What follows belongs to an exercise in optimizing a design on an open flow for small area, a short achievable clock period and few clock cycles per item; a production flow would make more cautious choices.
In this exercise RTL edits were held to simulation tests only and were not proved equivalent to the original.
Power figures rest on the tool's default switching activity, not on a simulated workload.

==> flow/design.v <==
module sobel_stream_filter #(
  parameter int IMG_W = 224,
  parameter int IMG_H = 224,
  parameter int PIX_W = 8,
  parameter int SHIFT = 3
) (
  input  logic             fclk,
  input  logic             rst_n,
  input  logic             in_valid,
  output logic             in_ready,
  input  logic [PIX_W-1:0] in_pixel,
  input  logic             in_sof,
  output logic             out_valid,
  input  logic             out_ready,
  output logic [PIX_W-1:0] out_pixel,
  output logic             out_last,
  input  logic [1:0]       mode,
  input  logic [PIX_W+2:0] threshold
);
  localparam int RW   = (IMG_H > 1) ? $clog2(IMG_H) : 1;
  localparam int NTAP = 4;                   
  localparam int TSP  = IMG_W / NTAP;        
  localparam int FW   = $clog2(TSP);         
  localparam int TW   = $clog2(NTAP);        
  localparam int SW   = 2 * PIX_W;           
  localparam int XW   = PIX_W + 2;           
  localparam int YW   = PIX_W + 1;           
  localparam int GW   = PIX_W + 3;           
  localparam int AW   = PIX_W + 2;           
  localparam int MW   = PIX_W + 3;           
  localparam int IQN  = 4;                   
  localparam int IW   = PIX_W + 3;           
  localparam int QN   = 5;                   
  logic             in_ready_q;
  logic [IQN-1:0]   iv;                      
  logic [IW-1:0]    id [0:IQN-1];
  logic [IW-1:0]    inw;
  logic             acc, go;
  logic [PIX_W+2:0] thr_q;
  assign in_ready = in_ready_q;
  assign acc      = in_valid && in_ready_q && rst_n;
  assign inw      = {mode, in_sof, in_pixel};
  always_ff @(posedge fclk) begin
    if (!rst_n) begin
      iv <= '0;
    end else begin
      for (int i = 0; i < IQN; i++) begin
        if (go) begin
          if (i + 1 < IQN && iv[i + 1]) iv[i] <= 1'b1;
          else if (acc && iv[i])        iv[i] <= 1'b1;
          else                          iv[i] <= 1'b0;
        end else begin
          if (acc && !iv[i] && (i == 0 || iv[i - 1])) iv[i] <= 1'b1;
        end
      end
    end
  end
  always_ff @(posedge fclk) begin
    for (int i = 0; i < IQN; i++) begin
      if (go) begin
        if (i + 1 < IQN && iv[i + 1]) id[i] <= id[i + 1];
        else if (iv[i])               id[i] <= inw;
      end else begin
        if (!iv[i] && (i == 0 || iv[i - 1])) id[i] <= inw;
      end
    end
    thr_q <= threshold;
  end
  always_ff @(posedge fclk) begin
    if (!rst_n)    in_ready_q <= 1'b1;
    else if (go)   in_ready_q <= !(in_ready_q && iv[IQN - 1]);
    else           in_ready_q <= in_ready_q ? !iv[IQN - 2] : !iv[IQN - 1];
  end
  logic [PIX_W-1:0] hpix;
  logic             hsof;
  logic [1:0]       hmode;
  assign {hmode, hsof, hpix} = id[0];
  logic [FW-1:0] cf_q, cf_cur, pf_q;         
  logic [TW-1:0] ct_q, ct_cur, pt_q;         
  logic [RW-1:0] row_q, row_cur;
  logic [1:0]    mode_q;
  logic          at00, emit, last_pix, col_end, room;
  logic [TW-1:0] tap;
  assign cf_cur   = hsof ? '0 : cf_q;
  assign ct_cur   = hsof ? '0 : ct_q;
  assign row_cur  = hsof ? '0 : row_q;
  assign at00     = hsof || (cf_q == '0 && ct_q == '0 && row_q == '0);
  assign col_end  = (cf_cur == FW'(TSP - 1)) && (ct_cur == TW'(NTAP - 1));
  assign emit     = (row_cur >= RW'(2)) && (ct_cur != '0 || cf_cur >= FW'(2));
  assign last_pix = (row_cur == RW'(IMG_H - 1)) && col_end;
  assign go       = iv[0] && room && (at00 || cf_q == pf_q);
  assign tap      = at00 ? '0 : TW'(pt_q - ct_q);
  always_ff @(posedge fclk) begin
    if (!rst_n) begin
      cf_q   <= '0;
      ct_q   <= '0;
      row_q  <= '0;
      mode_q <= '0;
      pf_q   <= '0;
      pt_q   <= '0;
    end else begin
      if (go && at00) begin
        pf_q <= FW'(1);
        pt_q <= '0;
      end else if (pf_q == FW'(TSP - 1)) begin
        pf_q <= '0;
        pt_q <= pt_q + TW'(1);
      end else begin
        pf_q <= pf_q + FW'(1);
      end
      if (go) begin
        if (hsof) mode_q <= hmode;
        if (cf_cur == FW'(TSP - 1)) begin
          cf_q <= '0;
          ct_q <= ct_cur + TW'(1);
        end else begin
          cf_q <= cf_cur + FW'(1);
          ct_q <= ct_cur;
        end
        if (col_end) row_q <= (row_cur == RW'(IMG_H - 1)) ? '0 : row_cur + RW'(1);
        else         row_q <= row_cur;
      end
    end
  end
  logic [SW-1:0] ring [0:IMG_W-1];
  logic [SW-1:0] rd;
  logic [PIX_W-1:0] pa, pb, pc;              
  assign rd = ring[tap * TSP];
  assign pa = rd[PIX_W-1:0];
  assign pb = rd[SW-1:PIX_W];
  assign pc = hpix;
  always_ff @(posedge fclk) begin
    for (int k = 0; k < IMG_W; k++) begin
      if (k % TSP == 1 % TSP && go && tap == TW'(k / TSP))
        ring[k] <= {hpix, ring[k - 1][SW-1:PIX_W]};
      else
        ring[k] <= ring[(k + IMG_W - 1) % IMG_W];
    end
  end
  logic        [XW-1:0] x0, x1, x2;
  logic signed [YW-1:0] y0, y1, y2;
  always_ff @(posedge fclk) begin
    if (go) begin
      x0 <= XW'(pa) + (XW'(pb) << 1) + XW'(pc);
      y0 <= {1'b0, pc} - {1'b0, pa};
      x1 <= x0;
      x2 <= x1;
      y1 <= y0;
      y2 <= y1;
    end
  end
  logic       vA, lastA, vB, lastB, vC, lastC;
  logic [1:0] modeA, modeB, modeC;
  always_ff @(posedge fclk) begin
    if (!rst_n) begin
      vA <= 1'b0;
      vB <= 1'b0;
      vC <= 1'b0;
    end else begin
      vA <= go && emit;
      vB <= vA;
      vC <= vB;
    end
    lastA <= last_pix;
    modeA <= mode_q;
    lastB <= lastA;
    modeB <= modeA;
    lastC <= lastB;
    modeC <= modeB;
  end
  logic signed [GW-1:0] gxB, gyB;
  always_ff @(posedge fclk) begin
    gxB <= {1'b0, x0} - {1'b0, x2};
    gyB <= {{2{y0[YW-1]}}, y0} + {y1[YW-1], y1, 1'b0} + {{2{y2[YW-1]}}, y2};
  end
  logic [AW-1:0] axC, ayC;
  always_ff @(posedge fclk) begin
    axC <= AW'(gxB[GW-1] ? -gxB : gxB);
    ayC <= AW'(gyB[GW-1] ? -gyB : gyB);
  end
  logic [MW-1:0]    mag, sel;
  logic [PIX_W-1:0] res;
  assign mag = MW'(axC) + MW'(ayC);
  always_comb begin
    case (modeC)
      2'd2:    sel = MW'(axC);
      2'd3:    sel = MW'(ayC);
      default: sel = mag;
    endcase
    if (modeC == 2'd1) res = (mag >= MW'(thr_q)) ? '1 : '0;
    else               res = sel[SHIFT +: PIX_W];
  end
  logic [QN-1:0]  qv;                        
  logic [PIX_W:0] qd [0:QN-1];
  logic           pop;
  assign pop = qv[0] && out_ready;
  always_ff @(posedge fclk) begin
    if (!rst_n) begin
      qv <= '0;
    end else begin
      for (int i = 0; i < QN; i++) begin
        if (pop) begin
          if (i + 1 < QN && qv[i + 1]) qv[i] <= 1'b1;
          else if (vC && qv[i])        qv[i] <= 1'b1;
          else                         qv[i] <= 1'b0;
        end else begin
          if (vC && !qv[i] && (i == 0 || qv[i - 1])) qv[i] <= 1'b1;
        end
      end
    end
  end
  always_ff @(posedge fclk) begin
    for (int i = 0; i < QN; i++) begin
      if (pop) begin
        if (i + 1 < QN && qv[i + 1]) qd[i] <= qd[i + 1];
        else if (qv[i])              qd[i] <= {lastC, res};
      end else begin
        if (!qv[i] && (i == 0 || qv[i - 1])) qd[i] <= {lastC, res};
      end
    end
  end
  assign out_valid = qv[0];
  assign out_pixel = qd[0][PIX_W-1:0];
  assign out_last  = qd[0][PIX_W];
  logic [2:0] k;
  assign k    = 3'(vA) + 3'(vB) + 3'(vC);
  assign room = !qv[QN - 1 - k];
endmodule
==> flow/run.sh <==
#!/bin/bash
# synth_recipe.tcl (not shown) runs the flow's synth.tcl, then flattens the netlist and writes it again
# the make line also repeats each setting of config.mk as NAME=value (left out here)
make -C /OpenROAD-flow-scripts/flow DESIGN_CONFIG=/design/flow/config.mk WORK_HOME=/design/flow/orfs CLKGATE_MAP_FILE= SYNTH_SCRIPT=/design/flow/synth_recipe.tcl finish
==> flow/config.mk <==
export PLATFORM = sky130hd
export DESIGN_NAME = sobel_stream_filter
export DESIGN_NICKNAME = sobel_stream_filter
export VERILOG_FILES = /design/flow/design.v
export SDC_FILE = /design/flow/constraint.sdc
export NUM_CORES = 4
export LEC_CHECK = 0
export ABC_CLOCK_PERIOD_IN_PS = 2000
export CAP_MARGIN = 20
export CORE_MARGIN = 2
export CORE_UTILIZATION = 50
export CTS_BUF_LIST = sky130_fd_sc_hd__clkbuf_8 sky130_fd_sc_hd__clkbuf_4
export CTS_CLUSTER_SIZE = 30
export SETUP_SLACK_MARGIN = 5
export SLEW_MARGIN = 20
==> flow/constraint.sdc <==
create_clock -name core_clock -period 10.0 [get_ports {fclk}]
set_input_delay 2.0000 -clock core_clock [delete_from_list [all_inputs] [get_ports {fclk}]]
set_output_delay 2.0000 -clock core_clock [all_outputs]
set_load 0.01 [all_outputs]
==> results of run 1 <==
layout make-up:
cell class / instances / area [µm²]
Sequential cell: 3826 / 78020
Fill cell: 12449 / 68710
Clock buffer: 868 / 10830
Multi-Input combinational cell: 796 / 6053
Tap cell: 2204 / 2758
Clock inverter: 64 / 470.5
Timing Repair Buffer: 46 / 435.4
Inverter: 75 / 281.5
Antenna cell: 11 / 27.53
metrics by stage:
stage	power, mW	hold slack (ns)	utilization, %
5_1_grt	30.33	0.2566	58.99
3_5_place_dp	17.25	0.3121	52.24
4_1_cts	29.52	0.2599	58.98
6_report	29.03	0.2661	59.00
3_3_place_gp	17.22	0.3095	52.23
2_1_floorplan	16.89	0.3096	-
cells by family (layout without fill, tap and decap cells):
group	count (synthesis)	in the layout
multiplexers	131	131
other	0	11
AO/OA/AOI/OAI	230	230
AND/OR/NAND/NOR	281	281
flip-flops	3826	3826
XOR/XNOR	64	64
adder cells (fa/ha/maj)	90	90
buffers and inverters	121	1053
state kept, by name, summed over array words and instances, names as in the netlist, 4 cells and up:
signal,count
ring,3584
qd,45
id,44
gyB,11
thr_q,11
ayC,10
gxB,10
axC,9
x0,9
x1,9
x2,9
y0,9
y1,9
y2,9
row_q,8
cf_q,6
pf_q,6
qv,5
iv,4
power groups by stage:
stage / combinational, mW / clock [mW] / sequential (mW)
2_1_floorplan: 0.807 / 0 / 16.1
3_3_place_gp: 1.09 / 0 / 16.1
3_5_place_dp: 1.11 / 0 / 16.1
4_1_cts: 1.12 / 12.6 / 15.8
5_1_grt: 1.24 / 13.3 / 15.8
6_report: 1.09 / 12.1 / 15.8
per-layer routing:
| layer | vias to the layer above | track usage, % | part of all wire [%] |
|---|---|---|---|
| li1 | 16409 | - | - |
| met2 | 618 | 17.70 | 42 |
| met4 | 0 | 6.934 | 3.5 |
| met3 | 285 | 4.291 | 5.0 |
| met5 | - | 0 | 0 |
| met1 | 15407 | 17.10 | 50 |
path summary, 6_finish.rpt:
path / startpoint / to / slack [ns] / cells after the start
worst max register to register: ayC[0]$_DFF_P_ / qd[0][1]$_DFFE_PP_ / 5.47 / 15
worst min register to register: ring[3][2]$_DFF_P_ / ring[4][2]$_DFF_P_ / 0.27 / 0
worst max-delay path: ayC[0]$_DFF_P_ / qd[0][1]$_DFFE_PP_ / 5.47 / 15
worst min-delay path: ring[3][2]$_DFF_P_ / ring[4][2]$_DFF_P_ / 0.27 / 0
placed cells by master (no fill, tap or decap), drive strengths merged, types with 5 or more instances in the layout:
cell              n
a21boi            5
a21o             15
a21oi            77
a31oi            11
and2              5
and3              5
buf              10
clkbuf          868
clkdlybuf4s50    36
clkinv           39
clkinvlp         15
dfxtp          3683
diode            11
edfxtp          143
fa               19
ha               70
inv              83
mux2            109
mux2i            21
nand2            96
nand2b           11
nand3            17
nand4             5
nor2             81
nor2b            16
nor3             14
o21ai            70
o21bai            6
o22a             12
o22ai             5
o31ai             9
or3              10
xnor2            45
xor2             18
==> results.json, run 1 <==
{
  "status": "finished with violations",
  "so.violations": "antenna violations",
  "die_area_um2": 172400,
  "layout-drive-gt1-share_pct": 18.71,
  "ys_top_cells_by_area": "dfxtp_1, edfxtp_1, mux2_2",
  "rows": 150,
  "clk_latency_ns": 1.02,
  "finClkSkew_ns": 0.07443,
  "end_kind": "flip-flop",
  "die_w_um": 415.2,
  "slew_headroom_pct": 27.38,
  "nets": 5418,
  "dp_slack_ns": 5.455,
  "gp_congestion": 0.7899,
  "max_stage_delay_ns": 0.57,
  "vias": 32719,
  "synth-adder-area-share_pct": 1.498,
  "clk_pin_slew_ns": 0.06,
  "startpoint_type": "flip-flop",
  "crit_chain": "fa_1, a21o_1, a21oi_1, nor2b_1, o31ai_1, a21oi_1, xor2_1, ha_1, a21o_1, a21o_1, a21oi_1, a21oi_1, a41oi_1, a31oi_1, mux2_2",
  "die_h_um": 415.2,
  "post_cts_buffers": 0,
  "cts_tree": "yes",
  "place_inst": 6947,
  "synth_common_cells": "dfxtp_1, edfxtp_1, mux2_2",
  "netlist_instances": 4743,
  "power-per-cell-area_nw_per_um2": 293.6,
  "tns_ns": 0,
  "cts_resized": 0,
  "synth_compound_area_share_pct": 1.644,
  "fin_crit_ns": 4.532,
  "synth-main-ff-cell": "dfxtp_1",
  "ys_seq_area_share_pct": 92.29,
  "synth_edf_count": 143,
  "critPathMostFrequentCell": "a21oi_1",
  "combPwrFrac_pct": 3.7,
  "synth_top_family_by_area": "multiplexers",
  "cp_slowest_cell": "a41oi_1",
  "fmax_mhz": 220.7,
  "crit_family": "compound AO/OA/AOI/OAI gates",
  "syn_avg_cell_area_um2": 17.82,
  "grt_usage_pct": 12.60,
  "final_area_um2": 98880,
  "path_buf_inv": 0,
  "swShare_pct": 20.45,
  "syn_nets": 4858,
  "final_cells": 7890,
  "cap_viol_max_count": 0,
  "ys_types": 66,
  "via_per_inst": 4.147,
  "slew_violations": 0,
  "postCtsHoldBufs": 0,
  "yosysWarningCount": 12,
  "synthArstFlopShare_pct": 0,
  "worst_slack_ns": 5.468,
  "power.share.clock_pct": 41.8,
  "worst_pin_slew_ns": 1.089,
  "rsz0062_at_grt": "no",
  "ant_nets": 1,
  "hp-class": "reg -> reg",
  "crit_fanout": 6,
  "worstSetupPathType": "reg -> reg",
  "place_area_um2": 87550,
  "vdd_ir_drop_max_mv": 0.1712,
  "cts.sinks": 3826,
  "synth-xor-area-share_pct": 0.6793,
  "wire_per_inst_um": 13.55,
  "crit_required_ns": 10.73,
  "muxShareOfSynthArea_pct": 1.754,
  "synthToLayoutAreaGrowth_pct": 16.96,
  "period_share_pct": 45.32,
  "synthSimpleGateAreaFrac_pct": 1.569,
  "yosysTopAreaCellShare_pct": 87.21,
  "hold_violations": 0,
  "synth_seq_cells": 3826,
  "overflow": 0,
  "seqPwrFrac_pct": 54.4,
  "ctsHtreeMaxLevel": 6,
  "drc_errors": 0,
  "drt-initial-drc-count": 1372,
  "p_int_mw": 23.10,
  "start_util_pct": 50.44,
  "grt_pass1_vias": 33349,
  "clk_path_buf_depth": 4,
  "first_pass_iters": 4,
  "clockRootBuffer": "clkbuf_8",
  "core_um2": 167600,
  "netlist_area_um2": 84540,
  "cts_buffers": 558,
  "grt_max_degree": 59,
  "p_sw_mw": 5.935,
  "cp.arrival_ns": 5.26,
  "p_leak_nw": 40.23,
  "ios": 37,
  "port_buffers": 36,
  "post-synth-top-area-cell": "dfxtp_1",
  "wl_um": 106900,
  "yosysMostFrequentCell": "dfxtp_1",
  "antenna_found_initial": 10,
  "hpwl_um": 59140,
  "setup_viol": 0,
  "grt_first_pass_wirelength_um": 172000
}
Testbench counts, summed over its fixed seeds: cycles 401,432, pixels 394,272.
==> run 2, diff against run 1 <==
--- a/flow/config.mk
+++ b/flow/config.mk
@@ -9,7 +9,5 @@
 export CAP_MARGIN = 20
 export CORE_MARGIN = 2
 export CORE_UTILIZATION = 50
-export CTS_BUF_LIST = sky130_fd_sc_hd__clkbuf_8 sky130_fd_sc_hd__clkbuf_4
-export CTS_CLUSTER_SIZE = 30
 export SETUP_SLACK_MARGIN = 5
 export SLEW_MARGIN = 20
==> results.json, run 2 <==
{
  "setup_viol": 0,
  "path_buf_inv": 0,
  "largestRegisters": "ring x3584, qd x45, id x44",
  "p_leak_nw": 40.06,
  "crit_required_ns": 10.60,
  "synth-main-ff-cell": "dfxtp_1",
  "ant_nets": 0,
  "synth_seq_cells": 3826,
  "ys_seq_area_share_pct": 92.29,
  "syn_nets": 4858,
  "grt_usage_pct": 12.45,
  "grt_pass1_vias": 31701,
  "hpwl_um": 59140,
  "die_h_um": 415.2,
  "cap_viol_max_count": 0,
  "grt_max_degree": 59,
  "finalPower_mw": 30.09,
  "cts_resized": 0,
  "ys_top_cells_by_area": "dfxtp_1, edfxtp_1, mux2_2",
  "postCtsHoldBufs": 0,
  "critPathMostFrequentCell": "a21oi_1",
  "ctsHtreeMaxLevel": 5,
  "final_area_um2": 99330,
  "rows": 150,
  "yosysMostFrequentCell": "dfxtp_1",
  "die_area_um2": 172400,
  "cts_tree": "yes",
  "ys_types": 66,
  "place_area_um2": 87550,
  "nets": 5213,
  "clockRootBuffer": "clkbuf_16",
  "regMostFlops": "ring",
  "synth_common_cells": "dfxtp_1, edfxtp_1, mux2_2",
  "slew_violations": 0,
  "post-synth-top-area-cell": "dfxtp_1",
  "fmax_mhz": 219.5,
  "mostFrequentLayoutCells": "dfxtp_1, clkbuf_16, edfxtp_1",
  "startpoint_type": "flip-flop",
  "power-per-cell-area_nw_per_um2": 302.9,
  "port_buffers": 36,
  "slew_headroom_pct": 29.71,
  "vias": 31645,
  "fin_hold_ws_ns": 0.2569,
  "place_inst": 6947,
  "drc_errors": 0,
  "hp-class": "reg -> reg",
  "yosysWarningCount": 12,
  "syn_avg_cell_area_um2": 17.82,
  "antenna_found_initial": 7,
  "fin_crit_ns": 4.555,
  "ios": 37,
  "worstSetupPathType": "reg -> reg",
  "rsz0062_at_grt": "no",
  "vdd_ir_drop_max_mv": 0.2208,
  "synthArstFlopShare_pct": 0,
  "max_stage_delay_ns": 0.57,
  "largest_register_ffs": 3584,
  "wl_um": 105700,
  "overflow": 0,
  "finClkSkew_ns": 0.06803,
  "period_share_pct": 45.55,
  "netlist_instances": 4743,
  "wire_per_inst_um": 13.97,
  "via_per_inst": 4.182,
  "yosysTopAreaCellShare_pct": 87.21,
  "gp_congestion": 0.7899,
  "start_util_pct": 50.44,
  "die_w_um": 415.2,
  "tns_ns": 0,
  "clk_path_buf_depth": 4,
  "layout-drive-gt1-share_pct": 12.73,
  "synth_edf_count": 143,
  "final_cells": 7567,
  "cp.arrival_ns": 5.16,
  "cts_buffers": 353,
  "post_cts_buffers": 0,
  "cts.sinks": 3826,
  "crit_chain": "fa_1, a21o_1, a21oi_1, nor2b_1, o31ai_1, a21oi_1, xor2_1, ha_1, a21o_1, a21o_1, a21oi_1, a21oi_1, a41oi_1, a31oi_1, mux2_2",
  "synthToLayoutAreaGrowth_pct": 17.49,
  "clk_pin_slew_ns": 0.06,
  "end_kind": "flip-flop",
  "grt_first_pass_wirelength_um": 169700,
  "first_pass_iters": 5,
  "hold_violations": 0,
  "cp_slowest_cell": "a41oi_1",
  "final_common_cell": "dfxtp_1",
  "clk_latency_ns": 0.92,
  "crit_family": "compound AO/OA/AOI/OAI gates",
  "netlist_area_um2": 84540,
  "drt-initial-drc-count": 1585,
  "status": "no timing/DRC/antenna violations",
  "crit_fanout": 6,
  "core_um2": 167600,
  "worst_pin_slew_ns": 1.054
}
run 2: cell counts after synthesis:
No cell type changed its count.
run 2: cells by family after synthesis:
family / count (synthesis) / synth area share [%]
DFF: 3826 / 92.29
and+or+nand+nor: 281 / 1.569
xor gates and xnor gates: 64 / 0.6793
adders and majority gates: 90 / 1.498
AOI/OAI and AO/OA: 230 / 1.644
muxes: 131 / 1.754
buffers and inverters: 121 / 0.5668
run 2: worst paths after layout:
kind,start,endpoint,slack (ns),cells after the start
max reg2reg,ayC[0]$_DFF_P_,qd[0][1]$_DFFE_PP_,5.45,15
min,ring[21][3]$_DFF_P_,ring[22][3]$_DFF_P_,0.26,0
min reg2reg,ring[21][3]$_DFF_P_,ring[22][3]$_DFF_P_,0.26,0
max,ayC[0]$_DFF_P_,qd[0][1]$_DFFE_PP_,5.45,15
run 2: metal layers:
metal / vias to the layer above / track usage (%) / part of all wire [%] / wire length [µm]
li1: 15932 / - / - / -
met1: 14935 / 17.38 / 50 / 53090
met2: 486 / 18.15 / 42 / 44440
met3: 292 / 3.148 / 4.2 / 4417
met4: 0 / 6.044 / 3.6 / 3778
met5: - / 0 / 0 / 0
run 2: report_power, final:
group | switching [mW] | internal, mW | leakage (nW)
Clock | 5.19 | 8.01 | 5.84
Sequential | 0.121 | 15.7 | 31.1
Combinational | 0.590 | 0.499 | 3.12
Total | 5.90 | 24.2 | 40.1
run 2: final cells by class:
class,count,area (µm²)
fillers,12317,68270
multi-input cells,796,6053
flip-flops and latches,3826,78020
repair buffers,46,435.4
clock buffers,500,10320
diodes,5,12.51
inverters,75,281.5
well taps,2204,2758
clock inverters,115,1445
run 2: stage by stage:
step                      setup WS (ns)  util [%]
after floorplan                   5.464         -
after global placement            5.468     52.23
after detailed placement          5.455     52.24
after CTS                         5.422     59.26
after global routing              5.065     59.26
final                             5.445     59.27

-- re-timing with driven ports --
Ports are ideal in the flow. The routed layouts listed here were re-timed in OpenROAD.
Step 1, drivers: a clkbuf_16 drives fclk and a buf_2 each remaining input, both assumed.
Step 2 adds t to the input delays and takes it off the output delays; t is the mean of the earliest and latest rising clock arrival at the registers after step 1. Input paths then give back, and output paths get back, about the clock's delay inside the block.
Slacks: ideal ports / drivers / drivers and shift; pairs: ideal ports / drivers.
| run | t, ns | setup slack, ns | worst setup path at the end | worst slew at a driven data input, ns | cell pins on the clock port's net |
|---|---|---|---|---|---|
| run 1 | 1.058 | 5.468 / 5.468 / 5.468 | register to register | 0.08 | 1 |
| run 2 | 0.959 | 5.445 / 5.445 / 5.445 | register to register | 0.09 | 1 |
